This design comes from an exercise in tuning for small area, a short achievable clock period and few clock cycles on the open sky130 flow, not from production work.
Where RTL was checked, it was by simulation tests only, not by an equivalence proof against the original.
Power is estimated from default activity; no workload was simulated.

## run 1
// buffet_top
module buffet_top (
    input  logic                  clk,
    input  logic                  nreset_i,
    input  logic                  push_valid_i,
    input  buffet_pkg::data_t     push_data_i,
    input  logic                  credit_req_i,
    output logic                  credit_valid_o,
    output buffet_pkg::count_t    credit_o,
    input  logic                  read_valid_i,
    input  buffet_pkg::read_req_t read_req_i,
    output logic                  read_ready_o,
    output logic                  read_data_valid_o,
    output buffet_pkg::data_t     read_data_o,
    input  logic                  read_data_ready_i,
    input  logic                  update_valid_i,
    input  buffet_pkg::idx_t      update_offset_i,
    input  buffet_pkg::data_t     update_data_i
);
    buffet_pkg::count_t head;
    buffet_pkg::count_t tail;
    buffet_pkg::count_t tail1;
    buffet_pkg::count_t occ;
    buffet_pkg::count_t occ1;
    logic shrink;
    buffet_pkg::idx_t shrink_amount;
    logic alloc;
    logic [1:0] wu_v;
    buffet_pkg::idx_t wu_idx0;
    buffet_pkg::idx_t wu_idx1;
    logic [1:0] wu_next;
    logic [1:0] wu_sel;
    logic [1:0] wu_retire;
    logic wu_room;
    buffet_pkg::idx_t ram_rd_idx;
    logic [buffet_pkg::DEPTH-1:0] ram_rd_sel;
    buffet_pkg::data_t ram_rd_data;
    buffet_pkg::wr_port_t push_wr;
    logic [buffet_pkg::DEPTH-1:0] ram_wr_row;
    buffet_pkg::data_t ram_wr_data;
    buffet_window u_window (
        .clk             (clk),
        .nreset_i        (nreset_i),
        .push_valid_i    (push_valid_i),
        .credit_req_i    (credit_req_i),
        .shrink_i        (shrink),
        .shrink_amount_i (shrink_amount),
        .head_o          (head),
        .tail_o          (tail),
        .tail1_o         (tail1),
        .occ_o           (occ),
        .occ1_o          (occ1),
        .credit_valid_o  (credit_valid_o),
        .credit_o        (credit_o)
    );
    always_comb begin
        push_wr.en = push_valid_i;
        push_wr.idx = tail[buffet_pkg::ADDR_W-1:0];
        push_wr.data = push_data_i;
    end
    buffet_update_tracker u_tracker (
        .clk             (clk),
        .nreset_i        (nreset_i),
  ...
For scale: about 28000 um2 of cells after synthesis.
Settings: LEC_CHECK=0, ABC_CLOCK_PERIOD_IN_PS=2100, CAP_MARGIN=20, CORE_MARGIN=2, CORE_UTILIZATION=60, CTS_CLUSTER_DIAMETER=80, CTS_CLUSTER_SIZE=24, SETUP_SLACK_MARGIN=2.35, SLEW_MARGIN=20; clock period 4.4 ns.
standard.sh (not shown) runs the stock make flow with config.mk's settings and CLKGATE_MAP_FILE= SYNTH_SCRIPT=/design/flow/synth_recipe.tcl, a recipe that flattens the netlist after the stock synthesis.
==> flow/flow/run.sh <==
#!/bin/bash
# The standard layout, with three changes to how it is made: adders
# are left to ABC as plain gates (no full/half adder cells), sizing may
# change a cell's footprint, and the port buffers are buf_4 cells.
# make's output goes to make.log; each ORFS step keeps its own log under
# orfs/logs
set -euo pipefail
bash standard.sh ADDER_MAP_FILE= MATCH_CELL_FOOTPRINT=0 \
    "BUFFER_PORTS_ARGS=-buffer_cell sky130_fd_sc_hd__buf_4" finish > make.log 2>&1
diff inputs: run 1 => run 2
Settings: SETUP_SLACK_MARGIN changed from 2.35 to 2.25; ABC_CLOCK_PERIOD_IN_PS changed from 2100 to 2200; CORE_UTILIZATION changed from 60 to 65.
### Flow results
- The run showing the smaller power consumption is run 2.
- Taking run 1 as the reference point, the sequential share of power of run 2 rises by 0.6 points.
- In run 2, the end-of-flow core utilization came out 4.8 points above the value in run 1.
- Met1 wire length: run 1 and run 2 compared, higher one is run 1
- In terms of number of multi-input combinational cells in the layout, run 1 and run 2 differ only marginally.
- Going from run 1 to run 2, post-layout minimum cycle time grows by 5.0 ps.
- NOTE die outline area run 1->run 2 decreased by a little under 10%
- The fraction of power consumed by combinational cells of run 2 falls short of that of run 1 by 0.6 points.
- Flip-flop and latch share of the layout cell area in run 2 vs run 1: up 0.97 points
- The count of sequential standard cells of run 1 and that of run 2 are within noise of each other.
Setup changes, run 2 to run 3
Settings: CORE_UTILIZATION: 65 -> 60; SETUP_SLACK_MARGIN: 2.25 -> 2.2.
==> run notes <==
Changes observed in run 3 relative to run 2: first-iteration DRC count down 350; total vias in the final route down 0.74%; initial cell density of the core down 5.1 points; global-route usage down 2.3 points. Run 3: post-synthesis to final-layout area growth lower than run 2.
No run of this note included a check of the RTL's function; only the layout flow was run.

* * *

buffet_top, a different RTL version from the one above (not shown whole).
Size: about 1,900 cells after synthesis, about 720 flip-flops, roughly 28,000 sq um of cells after synthesis.
export LEC_CHECK = 0
export ABC_CLOCK_PERIOD_IN_PS = 2200
export CAP_MARGIN = 20
export CORE_MARGIN = 2
export CORE_UTILIZATION = 60
export CTS_CLUSTER_DIAMETER = 80
export CTS_CLUSTER_SIZE = 24
export SETUP_SLACK_MARGIN = 2.2
export SLEW_MARGIN = 20
create_clock -name core_clock -period 4.4 [get_ports {clk}]
Scripts as last shown in full above: flow/flow/run.sh
==> next run, changes <==
--- a/flow/config.mk
+++ b/flow/config.mk
@@ -6,5 +6,5 @@
 export NUM_CORES = 4
 export LEC_CHECK = 0
-export ABC_CLOCK_PERIOD_IN_PS = 2200
+export ABC_CLOCK_PERIOD_IN_PS = 2100
 export CAP_MARGIN = 20
 export CORE_MARGIN = 2
@@ -12,4 +12,4 @@
 export CTS_CLUSTER_DIAMETER = 80
 export CTS_CLUSTER_SIZE = 24
-export SETUP_SLACK_MARGIN = 2.2
+export SETUP_SLACK_MARGIN = 2.3
 export SLEW_MARGIN = 20
Effect:
- non-clock buffer count decreases by 25
- wire length went down by 0.82%
- clock skew drops by 0.0092 ns
- first-iteration DRC count drops by 9.2%
No run of this note included a check of the RTL's function; only the layout flow was run.

* * *

Setup of run A:
Another version of the RTL of buffet_top (not shown whole).
For scale: about 1500 cells after synthesis, ~680 flip-flops, about 120 I/O pins, roughly 28000 sq um of cells after synthesis.
==> flow/config.mk <==
export PLATFORM = sky130hd
export DESIGN_NAME = buffet_top
export DESIGN_NICKNAME = buffet_top
export VERILOG_FILES = /design/flow/design.v
export SDC_FILE = /design/flow/constraint.sdc
export NUM_CORES = 4
export LEC_CHECK = 0
export ABC_CLOCK_PERIOD_IN_PS = 2200
export CAP_MARGIN = 20
export CORE_MARGIN = 2
export CORE_UTILIZATION = 40
export SETUP_SLACK_MARGIN = 2.1
export SLEW_MARGIN = 20
==> flow/constraint.sdc <==
create_clock -name core_clock -period 4.4 [get_ports {clk}]
set_input_delay 0.8800 -clock core_clock [delete_from_list [all_inputs] [get_ports {clk}]]
set_output_delay 0.8800 -clock core_clock [all_outputs]
set_load 0.01 [all_outputs]
==> flow/flow/run.sh <==
#!/bin/bash
# The standard layout, with sizing free to change a cell's footprint
# and buf_4 cells as the port buffers. make's output goes to make.log;
# each ORFS step keeps its own log under orfs/logs
set -euo pipefail
bash standard.sh MATCH_CELL_FOOTPRINT=0 "BUFFER_PORTS_ARGS=-buffer_cell sky130_fd_sc_hd__buf_4" finish > make.log 2>&1
Every stage of the flow completed for run A, and the final layout passed the timing, design-rule and antenna checks.
Changes in run B relative to run A:
==> flow/run.sh (new file) <==
#!/bin/bash
# synth_recipe.tcl (not shown) runs the flow's synth.tcl, then flattens the netlist and writes it again
# the make line also repeats each setting of config.mk as NAME=value (left out here)
make -C /OpenROAD-flow-scripts/flow DESIGN_CONFIG=/design/flow/config.mk WORK_HOME=/design/flow/orfs CLKGATE_MAP_FILE= SYNTH_SCRIPT=/design/flow/synth_recipe.tcl finish
removed: flow/flow/run.sh
removed: flow/standard.sh
==> run notes <==
Run A reports its worst min-delay path category as in2async while run B reports reg2reg. Higher layout overhead on the synthesized area among run B and run A: run B. Looking at global-route wire length before repair across run B and run A, the one that comes out higher is run B. As of run B, post-route standard cell area excluding fillers had risen slightly compared to run A. From run A to run B the numbers moved as follows: number of standard cells in the layout, taps in and fillers out went down, power drawn by the combinational cells went up, maximum number of pins on one net before global-route repair went up, effective utilization at floorplan did not really move.
Changes in run C relative to run B:
==> flow/flow/run.sh (new file) <==
#!/bin/bash
# The standard layout, with three changes to how it is made: adders
# are left to ABC as plain gates (no full/half adder cells), sizing may
# change a cell's footprint, and the port buffers are buf_4 cells.
# make's output goes to make.log; each ORFS step keeps its own log under
# orfs/logs
set -euo pipefail
bash standard.sh ADDER_MAP_FILE= MATCH_CELL_FOOTPRINT=0 \
    "BUFFER_PORTS_ARGS=-buffer_cell sky130_fd_sc_hd__buf_4" finish > make.log 2>&1
==> flow/standard.sh (new file) <==
#!/bin/bash
# synth_recipe.tcl (not shown) runs the flow's synth.tcl, then flattens the netlist and writes it again
# the make line also repeats each setting of config.mk as NAME=value (left out here)
make -C /OpenROAD-flow-scripts/flow DESIGN_CONFIG=/design/flow/config.mk WORK_HOME=/design/flow/orfs CLKGATE_MAP_FILE= SYNTH_SCRIPT=/design/flow/synth_recipe.tcl "${@:-finish}"
removed: flow/run.sh
## What came out
- dfrtp_4 as the critical-path cell with the highest stage delay was reported by run C, and fa_2 by run B.
- In the tables for run C and run B, non-clock buffer count reads lower with run B.
- There was hardly any difference in total power between run B and run C.
- Routing usage on met2 was lower in the run labelled run B.
- Per the comparison of run C with run B, routed wire length went up by about 5%; power density relative to cell area went down by about 0.9%; sequential share of cell area went down by 0.47 points; arrival time at the worst endpoint went down by 0.68 ns.
- Run C: post-synthesis area per instance lower than run B
- Number of buffers inserted during clock tree synthesis: run C and run B compared, lower one is run B
No run of this note included a check of the RTL's function; only the layout flow was run.

* * *

Another version of the RTL of buffet_top (not shown whole).
For scale: ~1800 cells after synthesis, roughly 120 I/O pins, about 27000 um^2 of cells after synthesis.
Settings: LEC_CHECK=0, ABC_CLOCK_PERIOD_IN_PS=2100, CAP_MARGIN=20, CORE_MARGIN=2, CORE_UTILIZATION=40, SETUP_SLACK_MARGIN=2.3, SLEW_MARGIN=20; clock period 4.4 ns.
==> flow/flow/run.sh <==
#!/bin/bash
# The standard layout, with three changes to how it is made: adders
# are left to ABC as plain gates (no full/half adder cells), sizing may
# change a cell's footprint, and the port buffers are buf_4 cells.
# make's output goes to make.log; each ORFS step keeps its own log under
# orfs/logs
set -euo pipefail
bash standard.sh ADDER_MAP_FILE= MATCH_CELL_FOOTPRINT=0 \
    "BUFFER_PORTS_ARGS=-buffer_cell sky130_fd_sc_hd__buf_4" finish > make.log 2>&1
Testbench counts at the start, summed over its fixed seeds: cycles 9,660.
Then changed:
--- a/flow/config.mk
+++ b/flow/config.mk
@@ -7,3 +7,3 @@
 export LEC_CHECK = 0
-export ABC_CLOCK_PERIOD_IN_PS = 2100
+export ABC_CLOCK_PERIOD_IN_PS = 2200
 export CAP_MARGIN = 20
@@ -11,3 +11,5 @@
 export CORE_UTILIZATION = 40
-export SETUP_SLACK_MARGIN = 2.3
+export CTS_CLUSTER_DIAMETER = 80
+export CTS_CLUSTER_SIZE = 24
+export SETUP_SLACK_MARGIN = 2.2
 export SLEW_MARGIN = 20
The changed run produced a clean layout.
Sequential cell count stays the same.
Routed wire length came out lower by 11%.
Global-route usage falls by 1.2 points.
First-iteration DRC count falls by 15%.
Setup slack gets better by 0.060 ns.
Design area goes down by 10%.
Sequential share of layout area rose by 6.5 points.
Final cell count went down by 5.6%.
Die area is unchanged.

* * *

== try-harbor ==
buffet_top, a different RTL version from the one above (not shown whole).
For scale: ~1,900 cells after synthesis, roughly 700 flip-flops, ~28,000 sq um of cells after synthesis.
export LEC_CHECK = 0
export ABC_CLOCK_PERIOD_IN_PS = 2200
export CAP_MARGIN = 20
export CORE_MARGIN = 2
export CORE_UTILIZATION = 62
export CTS_CLUSTER_DIAMETER = 80
export CTS_CLUSTER_SIZE = 20
export SETUP_SLACK_MARGIN = 2.25
export SLEW_MARGIN = 20
create_clock -name core_clock -period 4.4 [get_ports {clk}]
Scripts as last shown in full above: flow/flow/run.sh
Testbench counts of try-harbor, summed over its fixed seeds: cycles 9,660.
Inputs modified between try-harbor and try-fjord:
# try-harbor
export LEC_CHECK = 0
export ABC_CLOCK_PERIOD_IN_PS = 2200
export CAP_MARGIN = 20
export CORE_MARGIN = 2
export CORE_UTILIZATION = 62
export CTS_CLUSTER_DIAMETER = 80
export CTS_CLUSTER_SIZE = 20
export SETUP_SLACK_MARGIN = 2.25
export SLEW_MARGIN = 20
create_clock -name core_clock -period 4.4 [get_ports {clk}]
# try-fjord
export LEC_CHECK = 0
export ABC_CLOCK_PERIOD_IN_PS = 2200
export CAP_MARGIN = 20
export CORE_MARGIN = 2
export CORE_UTILIZATION = 60
export CTS_CLUSTER_DIAMETER = 80
export CTS_CLUSTER_SIZE = 24
export SETUP_SLACK_MARGIN = 2.2
export SLEW_MARGIN = 20
create_clock -name core_clock -period 4.4 [get_ports {clk}]
Results
Summary: with try-harbor as the reference, non-clock buffer count in try-fjord moved down slightly. Met2 track demand over resource (lower): try-fjord. [try-fjord] hold slack rose 0.0088 ns relative to try-harbor. [try-fjord vs try-harbor] number of cells traversed by the worst register-to-register path: lower in try-fjord. Taking try-harbor as the reference, in try-fjord total placed cells including tap cells did not really move, global-route usage went down, total power after layout went down, area occupied by multi-input gates went down, final design area excluding fillers went down. Total detailed-routing wirelength (try-fjord over try-harbor): decrease, 340 microns.
What try-juniper does differently from try-fjord at the input level:
# try-fjord
export LEC_CHECK = 0
export ABC_CLOCK_PERIOD_IN_PS = 2200
export CAP_MARGIN = 20
export CORE_MARGIN = 2
export CORE_UTILIZATION = 60
export CTS_CLUSTER_DIAMETER = 80
export CTS_CLUSTER_SIZE = 24
export SETUP_SLACK_MARGIN = 2.2
export SLEW_MARGIN = 20
create_clock -name core_clock -period 4.4 [get_ports {clk}]
# try-juniper
export LEC_CHECK = 0
export ABC_CLOCK_PERIOD_IN_PS = 2500
export CAP_MARGIN = 20
export CORE_MARGIN = 2
export CORE_UTILIZATION = 65
export CTS_CLUSTER_DIAMETER = 80
export CTS_CLUSTER_SIZE = 24
export SETUP_SLACK_MARGIN = 2.25
export SLEW_MARGIN = 20
create_clock -name core_clock -period 4.4 [get_ports {clk}]
[summary]
try-juniper finished end to end and its layout was clean on timing, DRC and antenna.
try-juniper: power per cell area higher than try-fjord
Relative to try-fjord, half-perimeter wire length of the detailed placement result has gone down in try-juniper.
Re final routed wire length divided by cell count: try-juniper is about 0.7% up on try-fjord.
Any difference in first-pass GRT wire length between try-juniper and try-fjord is small enough to ignore.
In try-juniper, utilization is higher than in try-fjord.
What try-delta does differently from try-juniper at the input level:
# try-juniper
export LEC_CHECK = 0
export ABC_CLOCK_PERIOD_IN_PS = 2500
export CAP_MARGIN = 20
export CORE_MARGIN = 2
export CORE_UTILIZATION = 65
export CTS_CLUSTER_DIAMETER = 80
export CTS_CLUSTER_SIZE = 24
export SETUP_SLACK_MARGIN = 2.25
export SLEW_MARGIN = 20
create_clock -name core_clock -period 4.4 [get_ports {clk}]
# try-delta
export LEC_CHECK = 0
export ABC_CLOCK_PERIOD_IN_PS = 2200
export CAP_MARGIN = 20
export CORE_MARGIN = 2
export CORE_UTILIZATION = 65
export CTS_CLUSTER_DIAMETER = 80
export CTS_CLUSTER_SIZE = 24
export SETUP_SLACK_MARGIN = 2.25
export SLEW_MARGIN = 20
create_clock -name core_clock -period 4.4 [get_ports {clk}]
diff --git a/flow/flow/run.sh b/flow/flow/run.sh
--- a/flow/flow/run.sh
+++ b/flow/flow/run.sh
@@ -4 +4 @@
-# change a cell's footprint, and the port buffers are buf_4 cells.
+# change a cell's footprint, and the port buffers are buf_2 cells.
@@ -9 +9 @@
-    "BUFFER_PORTS_ARGS=-buffer_cell sky130_fd_sc_hd__buf_4" finish > make.log 2>&1
+    "BUFFER_PORTS_ARGS=-buffer_cell sky130_fd_sc_hd__buf_2" finish > make.log 2>&1
Findings:
try-delta vs try-juniper — count of non-CTS buffers in the layout rose 6. Flip-flop and latch count came out exactly the same in try-delta and try-juniper. Overall power went up slightly going from try-juniper to try-delta. In the metrics for try-delta and try-juniper, the one carrying the higher half-perimeter wire length after detailed placement is try-delta. try-delta: final hold slack 0.13 ns above try-juniper. Layout net count, try-delta and try-juniper: smaller value in try-juniper. Per the comparison of try-delta with try-juniper, leakage power of the design now sits higher; routed wire length up about 4%; post-place setup slack went down 0.10 ns. In the metrics for try-delta and try-juniper, the one carrying the lower global-route usage is try-juniper. The category of the most critical setup path comes out reg2out in one run and reg2reg in the other, namely in try-juniper and try-delta respectively.

-- static timing again, ports no longer ideal --
The flow's constraints put no driver on any port. The routed layouts listed below were extracted and timed again, unchanged, in two steps. Step 1, drivers: a clkbuf_16 drives clk and a buf_2 each remaining input, both assumed. Step 2, shift: input delay + t, output delay - t, t = (earliest + latest rising clock arrival at the registers) / 2. This alone moves slack from input paths to output paths. Three values: ideal, step 1, step 2; two values: the first two.
run	t, ns	setup WS [ns]	hold WS [ns]	latest minus earliest clock arrival (ns)
run 1	0.645	2.144 / 2.144 / 1.534	0.269 / 0.229 / 0.471	0.035 / 0.035
run 2	0.636	2.139 / 2.139 / 1.593	0.271 / 0.246 / 0.458	0.026 / 0.026
run 3	0.627	2.057 / 2.032 / 1.405	0.275 / 0.240 / 0.471	0.023 / 0.023
the first run of note 2	0.643	2.149 / 2.094 / 1.451	0.351 / 0.315 / 0.519	0.035 / 0.036
the second run of note 2	0.637	2.213 / 2.178 / 1.541	0.334 / 0.301 / 0.527	0.030 / 0.030
run A	0.681	1.438 / 1.438 / 1.266	0.151 / 0.113 / 0.496	0.021 / 0.021
run B	0.678	1.361 / 1.361 / 1.229	0.496 / 0.496 / 0.496	0.030 / 0.030
run C	0.667	1.961 / 1.961 / 1.418	0.150 / 0.108 / 0.530	0.035 / 0.035
the first run of note 4	0.671	2.061 / 2.061 / 1.570	0.236 / 0.201 / 0.489	0.030 / 0.031
the second run of note 4	0.650	2.121 / 2.121 / 1.537	0.253 / 0.215 / 0.484	0.022 / 0.022
try-harbor	0.649	2.124 / 2.124 / 1.536	0.257 / 0.221 / 0.496	0.017 / 0.017
try-fjord	0.640	2.213 / 2.156 / 1.649	0.266 / 0.232 / 0.496	0.026 / 0.026
try-juniper	0.639	2.217 / 2.159 / 1.663	0.275 / 0.242 / 0.505	0.021 / 0.021
try-delta	0.649	1.948 / 1.948 / 1.463	0.404 / 0.367 / 0.514	0.031 / 0.031
After both steps setup and hold are still met in every run listed. For the first run of note 2, which loses most, drivers alone change the setup slack by -0.055 ns; drivers and shift together by -0.698 ns.
